This is an optimization exercise on Yosys and OpenROAD, whose aim is a short achievable clock period, not a production implementation.
RTL that was checked went through simulation tests only; none was proved equivalent to the original.
Power is estimated from default activity; no workload was simulated.

## v20
Design cf_checker_top, start of the top module:
module cf_checker_top (
   input  logic                 clk,
   input  logic                 reset_,
   input  logic                 cf_enable,
   input  logic   [cf_pkg::num_slots:1] commit,
   input  cf_pkg::instr_t [cf_pkg::num_slots:1] slot_instr,
   input  cf_pkg::addr_t  [cf_pkg::num_slots:1] slot_pc,
   input  cf_pkg::isize_t [cf_pkg::num_slots:1] slot_isize,
   input  logic   [cf_pkg::num_slots:1] slot_taken,           
   input  logic   [cf_pkg::num_slots:1] slot_is_dup,
   input  logic   [cf_pkg::num_slots:1] slot_received_kill,
   input  logic                 dut_branch_taken,
   input  logic                 rf_write_en,
   input  cf_pkg::reg_addr_t            rf_write_rd,
   input  cf_pkg::addr_t                rf_write_data,
   output logic                 rf_lock,
   output logic                 rf_unlock,
   output logic                 check_done,
   output logic                 err_cf_dest,
   output logic                 err_no_orig,
   output logic                 err_link
);
   logic        c1, found, is_dup, any_commit;
   logic        push, save;
   logic [31:0] ev_instr, ev_pc;
   logic [2:0]  ev_isize;
   logic        ev_taken, ev_isbr;
   logic [2:1]        br, cf, tk, fall, link;
   logic [2:1][3:0]   lo;
   logic [2:1][31:3]  inc;
   logic [2:1][31:0]  g;
   for (genvar s = 1; s <= 2; s++) begin : g_slot
      cf_slot_decode u_dec (
         .instr            (slot_instr[s]),
         .is_dup           (slot_is_dup[s]),
         .taken            (slot_taken[s]),
         .received_kill    (slot_received_kill[s]),
         .dut_branch_taken (dut_branch_taken),
         .br               (br[s]),
         .cf               (cf[s]),
         .tk               (tk[s]),
         .fall             (fall[s]),
         .link             (link[s])
      );
      cf_inc_hi u_inc (.a(slot_pc[s][31:3]), .s(inc[s]));
      assign lo[s]      = {1'b0, slot_pc[s][2:0]} + {1'b0, slot_isize[s]};
      assign g[s][2:0]  = fall[s] ? lo[s][2:0] : slot_pc[s][2:0];
      assign g[s][31:3] = (fall[s] && lo[s][3]) ? inc[s] : slot_pc[s][31:3];
   end
   assign c1         = commit[1] && cf[1];           
  ...
export LEC_CHECK = 0
export CAP_MARGIN = 20
export CORE_MARGIN = 2
export CORE_UTILIZATION = 40
export SETUP_SLACK_MARGIN = 2.9
export SLEW_MARGIN = 20
export SYNTH_HIERARCHICAL = 1
export SYNTH_MINIMUM_KEEP_SIZE = 0
export TNS_END_PERCENT = 30
create_clock -name core_clock -period 5.6 [get_ports {clk}]
standard.sh (not shown) runs the stock make flow with config.mk's settings and CLKGATE_MAP_FILE= SYNTH_SCRIPT=/design/flow/synth_recipe.tcl, a recipe that flattens the netlist after the stock synthesis.
==> flow/flow/run.sh <==
#!/bin/bash
# Standard ORFS layout with faster port buffers and unrestricted timing repair.
# Each tool's full output stays in orfs/logs; this script's own log is flow_run.log.
set -uo pipefail
exec > flow_run.log 2>&1
bash standard.sh \
   BUFFER_PORTS_ARGS="-buffer_cell sky130_fd_sc_hd__buf_4" \
   MATCH_CELL_FOOTPRINT=0 \
   finish
v20: PASS, flow complete, no timing, DRC or antenna violations
[inputs] v1 vs v20
- a change of TNS_END_PERCENT from 30 to 5
- a change of SETUP_SLACK_MARGIN from 2.9 to 5.0
### Flow results
Sequential cell count: v1 vs v20 identical. Route | v1 vs v20 | wire longer in v1. The more densely filled core belongs to v1, not v20. Detailed-routing wirelength on met1 is lower on v20. From v20 to v1 the numbers moved as follows: multi-input gate area in the final layout saw an increase, final instance area picked up an extra 3.6%, wire length of the first global-routing pass climbed 1800 um. Of v1 and v20, the lower share of layout cells above drive strength 1 belongs to v20. Reported for v1 and v20, synthesized-area fraction occupied by adder cells turned out identical to the last digit. Re final weighted congestion in routability-driven placement: v1 is 0.47% up on v20.
Function was not checked in any run of this note: the RTL went through the layout flow alone.


try-pepper:
The RTL this note starts from:
==> flow/design.v <==
`timescale 1ns/1ns
`default_nettype none
package cf_pkg;
   localparam int num_slots   = 2;
   localparam int instr_w     = 32;
   localparam int addr_w      = 32;
   localparam int reg_addr_w  = 5;
   localparam int queue_depth = 4;
   localparam int ptr_w       = 3;    
   localparam int wb_delay    = 2;    
   typedef logic [instr_w-1:0]    instr_t;
   typedef logic [addr_w-1:0]     addr_t;
   typedef logic [reg_addr_w-1:0] reg_addr_t;
   typedef logic [2:0]            isize_t;    
   typedef struct packed {
      instr_t instr;
      addr_t  pc;
      addr_t  next_pc;
      logic   next_pc_valid;    
      logic   taken;
      isize_t isize;
   } cf_entry_t;
   typedef struct packed {
      logic      check;
      reg_addr_t rd;
      addr_t     link;    
   } link_job_t;
   function automatic logic is_branch(input instr_t instr);
      is_branch = instr[6:0] == 7'b1100011;
   endfunction
   function automatic logic is_jal(input instr_t instr);
      is_jal = instr[6:0] == 7'b1101111;
   endfunction
   function automatic logic is_jalr(input instr_t instr);
      is_jalr = instr[6:0] == 7'b1100111;
   endfunction
   function automatic logic is_cf(input instr_t instr);
      is_cf = (instr[6:0] == 7'b1100011) || (instr[6:0] == 7'b1101111) ||
              (instr[6:0] == 7'b1100111);
   endfunction
   function automatic reg_addr_t get_rd(input instr_t instr);
      get_rd = instr[11:7];
   endfunction
   function automatic addr_t dest_offset(input addr_t  pc,
                                         input addr_t  dest,
                                         input instr_t instr,
                                         input logic   taken,
                                         input isize_t isize);
      addr_t offset;
      offset = dest - pc;
      if ((instr[6:0] == 7'b1100011) && !taken)
         offset = offset - addr_t'(isize);
      dest_offset = offset;
   endfunction
endpackage
`default_nettype wire
`timescale 1ns/1ns
`default_nettype none
module cf_add_small #(
   parameter int low = 4
) (
   input  logic [31:0]    a,
   input  logic [low-1:0] b,
   output logic [31:0]    s
);
   logic [low:0] lo;
   assign lo       = {1'b0, a[low-1:0]} + {1'b0, b};
   assign s[low-1:0] = lo[low-1:0];
   for (genvar i = low; i < 32; i++) begin : g_up
      if (i == low) begin : g_first
         assign s[i] = a[i] ^ lo[low];
      end else begin : g_rest
         assign s[i] = a[i] ^ (lo[low] & (&a[i-1:low]));
      end
   end
endmodule
`default_nettype wire
`default_nettype none
module cf_rd_zero (
   input  logic [4:0] rd,
   output logic       z_lo,
   output logic       z_hi
);
   assign z_lo = rd[2:0] == 3'd0;
   assign z_hi = rd[4:3] == 2'd0;
endmodule
`default_nettype wire
`timescale 1ns/1ns
`default_nettype none
module cf_checker_top (
   input  logic                 clk,
   input  logic                 reset_,
   input  logic                 cf_enable,
   input  logic   [cf_pkg::num_slots:1] commit,
   input  cf_pkg::instr_t [cf_pkg::num_slots:1] slot_instr,
   input  cf_pkg::addr_t  [cf_pkg::num_slots:1] slot_pc,
   input  cf_pkg::isize_t [cf_pkg::num_slots:1] slot_isize,
   input  logic   [cf_pkg::num_slots:1] slot_taken,           
   input  logic   [cf_pkg::num_slots:1] slot_is_dup,
   input  logic   [cf_pkg::num_slots:1] slot_received_kill,
   input  logic                 dut_branch_taken,
   input  logic                 rf_write_en,
   input  cf_pkg::reg_addr_t            rf_write_rd,
   input  cf_pkg::addr_t                rf_write_data,
   output logic                 rf_lock,
   output logic                 rf_unlock,
   output logic                 check_done,
   output logic                 err_cf_dest,
   output logic                 err_no_orig,
   output logic                 err_link
);
   logic        c1, found, is_dup, any_commit;
   logic        push, save;
   logic [31:0] ev_instr, ev_pc;
   logic [2:0]  ev_isize;
   logic        ev_taken, ev_isbr;
   logic [2:1]        br, lk, cf, tk, fall, link;
   logic [2:1][3:0]   lo;
   logic [2:1][31:3]  inc;
   logic [2:1][31:0]  g;
   for (genvar s = 1; s <= 2; s++) begin : g_slot
      assign br[s]   = slot_instr[s][6:0] == 7'b1100011;
      assign lk[s]   = (slot_instr[s][6:0] == 7'b1101111) || (slot_instr[s][6:0] == 7'b1100111);
      assign cf[s]   = br[s] || lk[s];
      assign tk[s]   = slot_is_dup[s] ? (dut_branch_taken || slot_received_kill[s])
                                      : slot_taken[s];
      assign fall[s] = br[s] && !tk[s];
      assign link[s] = lk[s] && (slot_instr[s][11:7] != 5'd0);
      assign lo[s]   = {1'b0, slot_pc[s][2:0]} + {1'b0, slot_isize[s]};
      assign inc[s][3] = ~slot_pc[s][3];
      for (genvar i = 4; i < 32; i++) begin : g_inc
         assign inc[s][i] = slot_pc[s][i] ^ (&slot_pc[s][i-1:3]);
      end
      assign g[s][2:0]  = fall[s] ? lo[s][2:0] : slot_pc[s][2:0];
      assign g[s][31:3] = (fall[s] && lo[s][3]) ? inc[s] : slot_pc[s][31:3];
   end
   assign c1         = commit[1] && cf[1];           
   assign found      = c1 || (commit[2] && cf[2]);
   assign is_dup     = c1 ? slot_is_dup[1] : slot_is_dup[2];
   assign any_commit = commit[1] || commit[2];
   assign push       = cf_enable && found && !is_dup;
   assign save       = cf_enable && found && is_dup;
   assign ev_instr = c1 ? slot_instr[1] : slot_instr[2];
   assign ev_pc    = c1 ? slot_pc[1]    : slot_pc[2];
   assign ev_isize = c1 ? slot_isize[1] : slot_isize[2];
   assign ev_taken = c1 ? tk[1] : tk[2];
   assign ev_isbr  = c1 ? br[1] : br[2];
   logic [31:0] q_instr [0:3];
   logic [31:0] q_g     [0:3];
   logic [31:0] q_npc   [0:3];
   logic        q_taken [0:3];
   logic [4:0]  occ;             
   logic        need_patch;      
   logic        held, empty, compare, pop, patch;
   logic [3:0]  wsel, psel;      
   logic [31:0] ev_g;
   assign empty   = occ[0];
   assign compare = held && any_commit;
   assign pop     = compare && !empty;
   assign patch   = any_commit && need_patch;
   for (genvar i = 0; i < 4; i++) begin : g_sel
      assign wsel[i] = push  && (pop ? occ[i+1] : occ[i]);
      if (i < 3) begin : g_p
         assign psel[i] = patch && (pop ? occ[i+2] : occ[i+1]);
      end else begin : g_p3
         assign psel[i] = patch && !pop && occ[4];
      end
   end
   assign ev_g = c1 ? g[1] : g[2];
   always_ff @(posedge clk) begin
      for (int i = 0; i < 4; i++) begin
         if (wsel[i]) begin
            q_instr[i] <= ev_instr;
            q_g[i]     <= ev_g;
            q_npc[i]   <= slot_pc[2];
            q_taken[i] <= ev_taken;
         end else begin
            if (pop && i < 3) begin
               q_instr[i] <= q_instr[i+1];
               q_g[i]     <= q_g[i+1];
               q_npc[i]   <= q_npc[i+1];
               q_taken[i] <= q_taken[i+1];
            end
            if (psel[i])
               q_npc[i] <= slot_pc[1];
         end
      end
   end
   always_ff @(posedge clk) begin
      if (!reset_) begin
         occ        <= 5'b00001;
         need_patch <= 1'b0;
      end else begin
         if (push && !pop)      occ <= {occ[3:0], 1'b0};
         else if (pop && !push) occ <= {1'b0, occ[4:1]};
         if (any_commit) need_patch <= push && !(c1 && commit[2]);
      end
   end
   logic [31:0] d_instr, d_g;
   logic        d_taken, d_isbr;
   always_ff @(posedge clk) begin
      if (!reset_)   held <= 1'b0;
      else if (save) held <= 1'b1;
      else if (compare) held <= 1'b0;
   end
   always_ff @(posedge clk) begin
      if (save) begin
         d_instr <= ev_instr;
         d_g     <= ev_g;
         d_taken <= ev_taken;
         d_isbr  <= ev_isbr;
      end
   end
   logic mism;    
   assign mism = (q_instr[0] != d_instr) || (d_isbr && (q_taken[0] != d_taken));
   logic [31:0] ps, pc2, px, cin_need, cout;
   logic [31:0] ok;
   assign ps  = q_npc[0] ^ ~q_g[0] ^ d_g;
   assign pc2 = {((q_npc[0] & ~q_g[0]) | (q_npc[0] & d_g) | (~q_g[0] & d_g)), 1'b1};
   assign px  = ps ^ pc2;
   assign cin_need = px ^ slot_pc[1];
   assign cout     = (ps & pc2) | (px & ~slot_pc[1]);
   assign ok[0]    = ~cin_need[0];
   for (genvar i = 1; i < 32; i++) begin : g_ok
      assign ok[i] = cin_need[i] == cout[i-1];
   end
   logic e_mism, e_pop;
   logic [3:0] e_off_ne;
   always_ff @(posedge clk) begin
      if (!reset_) begin
         check_done  <= 1'b0;
         err_no_orig <= 1'b0;
         e_mism      <= 1'b0;
         e_pop       <= 1'b0;
      end else begin
         check_done  <= compare;
         err_no_orig <= compare && empty;
         e_mism      <= pop && mism;
         e_pop       <= pop;
      end
   end
   always_ff @(posedge clk) begin
      for (int q = 0; q < 4; q++)
         e_off_ne[q] <= !(&ok[8*q +: 8]);
   end
   assign err_cf_dest = e_mism || (e_pop && (|e_off_ne));
   logic        j0_v, j1_v;
   logic [4:0]  j0_rd, j1_rd;
   logic [31:0] j0_pc, j1_link;
   logic [2:0]  j0_isize;
   logic [31:0] j0_link;
   cf_add_small #(.low(3)) u_add_link (.a(j0_pc), .b(j0_isize), .s(j0_link));
   always_ff @(posedge clk) begin
      if (!reset_) begin
         j0_v <= 1'b0;
         j1_v <= 1'b0;
      end else begin
         j0_v <= cf_enable && (c1 ? link[1] : (commit[2] && link[2]));
         j1_v <= j0_v;
      end
   end
   always_ff @(posedge clk) begin
      j0_rd    <= ev_instr[11:7];
      j0_pc    <= ev_pc;
      j0_isize <= ev_isize;
      j1_rd    <= j0_rd;
      j1_link  <= j0_link;
   end
   logic rd_z_lo, rd_z_hi;
   cf_rd_zero u_rd_zero (.rd(rf_write_rd), .z_lo(rd_z_lo), .z_hi(rd_z_hi));
   assign rf_lock   = j1_v && rf_write_en && !(rd_z_lo && rd_z_hi);
   assign rf_unlock = rf_write_en && !rf_lock;
   always_ff @(posedge clk) begin
      if (!reset_)
         err_link <= 1'b0;
      else
         err_link <= j1_v && (!rf_write_en || (rf_write_rd != j1_rd) ||
                              (rf_write_data != j1_link));
   end
endmodule
`default_nettype wire
clock: 5.6 ns
lec_check: 0
cap_margin: 20
core_margin: 2
core_utilization: 55
setup_slack_margin: 5.0
slew_margin: 20
synth_hierarchical: 1
synth_minimum_keep_size: 0
tns_end_percent: 5
Scripts as last shown in full above: flow/flow/run.sh
try-pepper completed every stage of the flow, and the final layout passed the timing, design-rule and antenna checks.
--- input diff try-pepper..try-willow ---
Settings: changing CORE_UTILIZATION from 55 to 40; changing TNS_END_PERCENT from 5 to 30; changing SETUP_SLACK_MARGIN from 5.0 to 2.9.
[summary]
try-willow finished every stage and its layout cleared the timing, design-rule and antenna checks.
In the tables for try-pepper and try-willow, sequential power share reads higher with try-willow.
Summary of the comparison: area enclosed by the die boundary is higher in try-willow, relative to try-pepper.
When try-willow is measured against try-pepper, its post-placement worst setup slack turns out 0.13 ns higher.
try-willow against try-pepper: first-iteration DRC count went down by 32%; final instance area went down by 3.8%; non-clock buffer count in the final layout went down by 72; wire length after detailed routing went down by about 9%; core utilization went down by 21 points.
Number of tap instances in try-willow vs try-pepper: up about 30%
Compared with try-pepper, try-willow shows achievable clock frequency that has gone up by a few percent.
Cmp try-willow vs try-pepper: final cycle utilization of the critical path lower in try-willow
--- input diff try-willow..try-amber ---
Settings: swapping 30 for 5 in TNS_END_PERCENT; putting PLACE_DENSITY at 0.75 where nothing was set; swapping 2.9 for 5.0 in SETUP_SLACK_MARGIN.
--- outcome ---
- Compared with try-willow, try-amber shows a sequential portion of the cell area that is 1.9 points lower.
- Total of plain and repair buffers excluding clock buffers: try-amber higher than try-willow
- Switching share of total power: try-willow and try-amber compared, lower one is try-amber
- The type of the setup path with the least slack comes out in2out in one run and in2reg in the other, namely in try-willow and try-amber respectively.
- The final reports for try-amber and try-willow show power drawn by the combinational cells higher in the former.
Edits applied to the flow inputs when going from try-amber to try-indigo:
Settings: PLACE_DENSITY no longer set, was 0.75.
--- outcome ---
Status: relative max-transition margin parity (try-indigo, try-amber). try-indigo — worst path setup slack after routing 0.0093 ns higher, try-amber as reference. On final period utilization: between try-indigo and try-amber, it ends up higher for try-amber. Between try-amber and try-indigo, the flow reports routed wire length decreasing by a little under 10%.

==> port drivers added, routing unchanged <==
Ports are ideal in the flow. The routed layouts listed here were re-timed in OpenROAD.
Step 1 assumes that a clkbuf_16 drives the clock port and a buf_2 every other input.
Step 2 times the ports against the registers' clock, not the clock port: input delays grow and output delays shrink by t, the midpoint of the rising clock arrivals with the driver on.
Three values: no drivers, after step 1, after step 2; two values: the first two.
| run | t, ns | slack for setup (ns) | cell pins on the clock port's net |
|---|---|---|---|
| v20 | 0.692 | 2.694 / 2.626 / 2.023 | 1 |
| v1 | 0.708 | 2.670 / 2.607 / 1.941 | 1 |
| try-pepper | 0.688 | 2.672 / 2.665 / 2.003 | 1 |
| try-willow | 0.684 | 2.747 / 2.707 / 2.158 | 1 |
| try-amber | 0.700 | 2.743 / 2.728 / 2.071 | 1 |
| try-indigo | 0.687 | 2.752 / 2.712 / 2.121 | 1 |
After both steps every run listed still meets setup and hold. For v1, which loses most, drivers alone change the setup slack by -0.063 ns; drivers and shift together by -0.729 ns.
